This is an optimization exercise on Yosys and OpenROAD, whose aim is small area and a short achievable clock period, not a production implementation.
Only simulation tests tie the RTL to the original design; equivalence was not proved.
No activity file was given, so power comes from the tool's default toggle rates.

// echo_train_gen
module echo_train_gen #(
  parameter int N_ECHO  = 5,
  parameter int DW      = 10,
  parameter int CNT_W   = 16,
  parameter int PERIOD  = 200,
  parameter int NOISE_W = 4
) (
  input  logic                          clk,
  input  logic                          reset,
  input  logic                          start,
  input  logic                          stop,
  input  logic                          mode,
  input  logic                          noise_en,
  input  logic [8*(N_ECHO+1)-1:0]       amp_i,
  input  logic [CNT_W*(N_ECHO+1)-1:0]   delay_i,
  output logic [DW-1:0]                 sum_o,
  output logic [7:0]                    start_o,
  output logic                          busy,
  output logic                          frame_o
);
  localparam int NP = N_ECHO + 1;
  logic             run_q;
  logic             busy_q;    
  logic             last_q;
  logic             first_q;
  logic [7:0]       cnt_q;
  logic [15:0]      lfsr_q;
  logic [DW-1:0]    sum_q;
  logic [7:0]       st_q;
  logic             frame_q;
  logic [7:0]       amp_q [NP];
  logic [7:0]       pos_q [NP];
  logic [7:0]       sb_q  [NP];
  logic [7:0]       h1_q  [NP];
  logic [7:0]       h2_q  [NP];
  logic             hc_q  [NP];
  logic [10:0]      y1_q, y2_q, y3_q;
  logic [7:0]       p0_q;
  logic go, ld;
  assign go = run_q && !stop;
  assign ld = !run_q || last_q;
  logic [7:0] sb_d [NP];
  for (genvar k = 0; k < NP; k++) begin : g_shape
    logic [7:0] u;
    logic       win;
    logic [7:0] s4;
    assign u = pos_q[k];
    assign win = (u[7:4] == 4'd0 && u[3:0] <= 4'd11) || (u[7:2] == 6'h3F);
    localparam logic [127:0] SHAPE4 = 128'h230e0502050e23477cb9ebffebb97c47;
    assign s4 = SHAPE4[8*u[3:0] +: 8];
    assign sb_d[k] = win ? s4 : 8'd0;
  end
  logic [7:0] h1_d [NP];
  logic [7:0] h2_d [NP];
  logic       hc_d [NP];
  for (genvar k = 0; k < NP; k++) begin : g_mul
    etg_mul u_mul (.a(amp_q[k]), .s(sb_q[k]), .h1(h1_d[k]), .h2(h2_d[k]), .hc(hc_d[k]));
  end
  logic [10:0] y1_d, y2_d, y3_d;
  etg_sum u_sum (
    .h1({h1_q[5], h1_q[4], h1_q[3], h1_q[2], h1_q[1], h1_q[0]}),
    .h2({h2_q[5], h2_q[4], h2_q[3], h2_q[2], h2_q[1], h2_q[0]}),
    .hc({hc_q[5], hc_q[4], hc_q[3], hc_q[2], hc_q[1], hc_q[0]}),
    .y1(y1_d), .y2(y2_d), .y3(y3_d));
  logic       v0   [NP];
  ...
For scale: ~2,400 cells after synthesis, ~310 flip-flops, ~170 I/O pins.
export LEC_CHECK = 0
export CAP_MARGIN = 20
export CORE_MARGIN = 2
export CORE_UTILIZATION = 40
export CTS_CLUSTER_DIAMETER = 100
export CTS_CLUSTER_SIZE = 30
export SETUP_SLACK_MARGIN = 5
export SLEW_MARGIN = 20
create_clock -name core_clock -period 10.5 [get_ports {clk}]
standard.sh (not shown) runs the stock make flow with config.mk's settings and CLKGATE_MAP_FILE= SYNTH_SCRIPT=/design/flow/synth_recipe.tcl, a recipe that flattens the netlist after the stock synthesis.
==> flow/flow/run.sh <==
#!/bin/bash
set -euo pipefail
MARGIN=${MARGIN:-7.2}
PORTBUF=${PORTBUF:-sky130_fd_sc_hd__buf_1}
sed -e "s/SETUP_SLACK_MARGIN=[0-9.]*/SETUP_SLACK_MARGIN=$MARGIN/" \
    -e "s/\"\${@:-finish}\"/BUFFER_PORTS_ARGS='-buffer_cell $PORTBUF' \"\${@:-finish}\"/" \
    standard.sh > standard_flow.sh
bash standard_flow.sh > standard.log 2>&1
Next try:
--- a/flow/flow/run.sh
+++ b/flow/flow/run.sh
@@ -2,3 +2,3 @@
 set -euo pipefail
-MARGIN=${MARGIN:-7.2}
+MARGIN=${MARGIN:-7}
 PORTBUF=${PORTBUF:-sky130_fd_sc_hd__buf_1}
Settings changed: GPL_TIMING_DRIVEN set to 0.
=> The new run passed the timing, design-rule and antenna checks; design area decreases slightly; core utilization decreases by 0.27 points; synthesized area is unchanged; wire length increases by roughly a tenth; power increases by a few percent; cell count increases slightly; non-clock buffer count increases by 30; critical path depth does not change.
Next try:
Settings changed: CORE_UTILIZATION 40 to 60, GPL_TIMING_DRIVEN 0 to not set, PLACE_DENSITY set to 0.85.
Effect: The changed run finished clean. Power fell by 7.8%. Sequential share of layout area rose by 0.84 points. Combinational power fell by about 9%. Fmax hardly moves. Clock-buffer cell count fell by 2. Critical path depth is unchanged. Utilization rose by 21 points. Non-clock buffer count fell by 46. Clock skew fell by 6.8 ps. Design area fell by about 3%.
Next try:
--- a/flow/flow/run.sh
+++ b/flow/flow/run.sh
@@ -2,3 +2,3 @@
 set -euo pipefail
-MARGIN=${MARGIN:-7}
+MARGIN=${MARGIN:-7.1}
 PORTBUF=${PORTBUF:-sky130_fd_sc_hd__buf_1}
Settings changed: CORE_UTILIZATION 60 to 50, PLACE_DENSITY 0.85 to 0.8.
- routed wire length barely changes
- final area rose by 1.5%
- power went up by 1.8%
- combinational power hardly moves
- critical path depth does not change
- worst hold slack improves by 6.0 ps
- non-clock buffer count went up by 3
- sequential power stays flat
- clock power came out higher by 6.2%
- count of clock-buffer cells in the layout does not change
Next try:
--- a/flow/flow/run.sh
+++ b/flow/flow/run.sh
@@ -2,3 +2,3 @@
 set -euo pipefail
-MARGIN=${MARGIN:-7.1}
+MARGIN=${MARGIN:-7}
 PORTBUF=${PORTBUF:-sky130_fd_sc_hd__buf_1}
Settings changed: CORE_UTILIZATION 50 to 40, CTS_CLUSTER_DIAMETER 100 to not set, CTS_CLUSTER_SIZE 30 to not set, PLACE_DENSITY 0.8 to not set.
Result: Cell count went up by 6.2%; routed wire length grows by 2.6%; global-route usage falls by 3.6 points; sequential share of layout area fell by 0.84 points; core utilization shrinks by 9.6 points; power grows by 26%; worst hold slack loses 19 ps; cell area rises by 3.1%.
Next try:
Settings changed: CTS_CLUSTER_DIAMETER set to 100, CTS_CLUSTER_SIZE set to 20.
Outcome: Wire length drops by 0.98%; via count drops by 0.98%; power drops by 15%.

[separate check: timing with driven ports]
The results above use ideal ports. As a check the final layouts listed here were re-extracted and re-timed, cells and wires unchanged. Step 1 sets driving cells, clkbuf_16 on the clock port and buf_2 on the other inputs (assumed; they add their load-dependent delay and slew). Step 2 moves the port delays by t, midway between the first and last clock arrival at a register: inputs arrive t later, outputs are due t later. That takes back most of the time a late clock gives input paths. Three values: ideal ports, drivers, drivers and shift; two values: the first two.
run	t, ns	setup WS [ns]	worst setup path at the end	clock arrival spread, ns
the first run	0.596	7.094 / 7.094 / 6.678	input to register	0.040 / 0.040
the second run	0.599	7.028 / 7.028 / 6.566	input to register	0.028 / 0.027
the third run	0.581	7.030 / 7.030 / 6.655	input to register	0.020 / 0.021
the fourth run	0.585	7.100 / 7.100 / 6.616	input to register	0.027 / 0.027
the fifth run	0.598	7.057 / 7.057 / 6.664	input to register	0.022 / 0.022
the sixth run	0.603	7.045 / 7.045 / 6.668	input to register	0.024 / 0.024
After both steps every run listed still meets setup and hold. The setup slack of the fourth run, which loses most, moves by 0.000 ns with the drivers and by -0.484 ns with both steps.
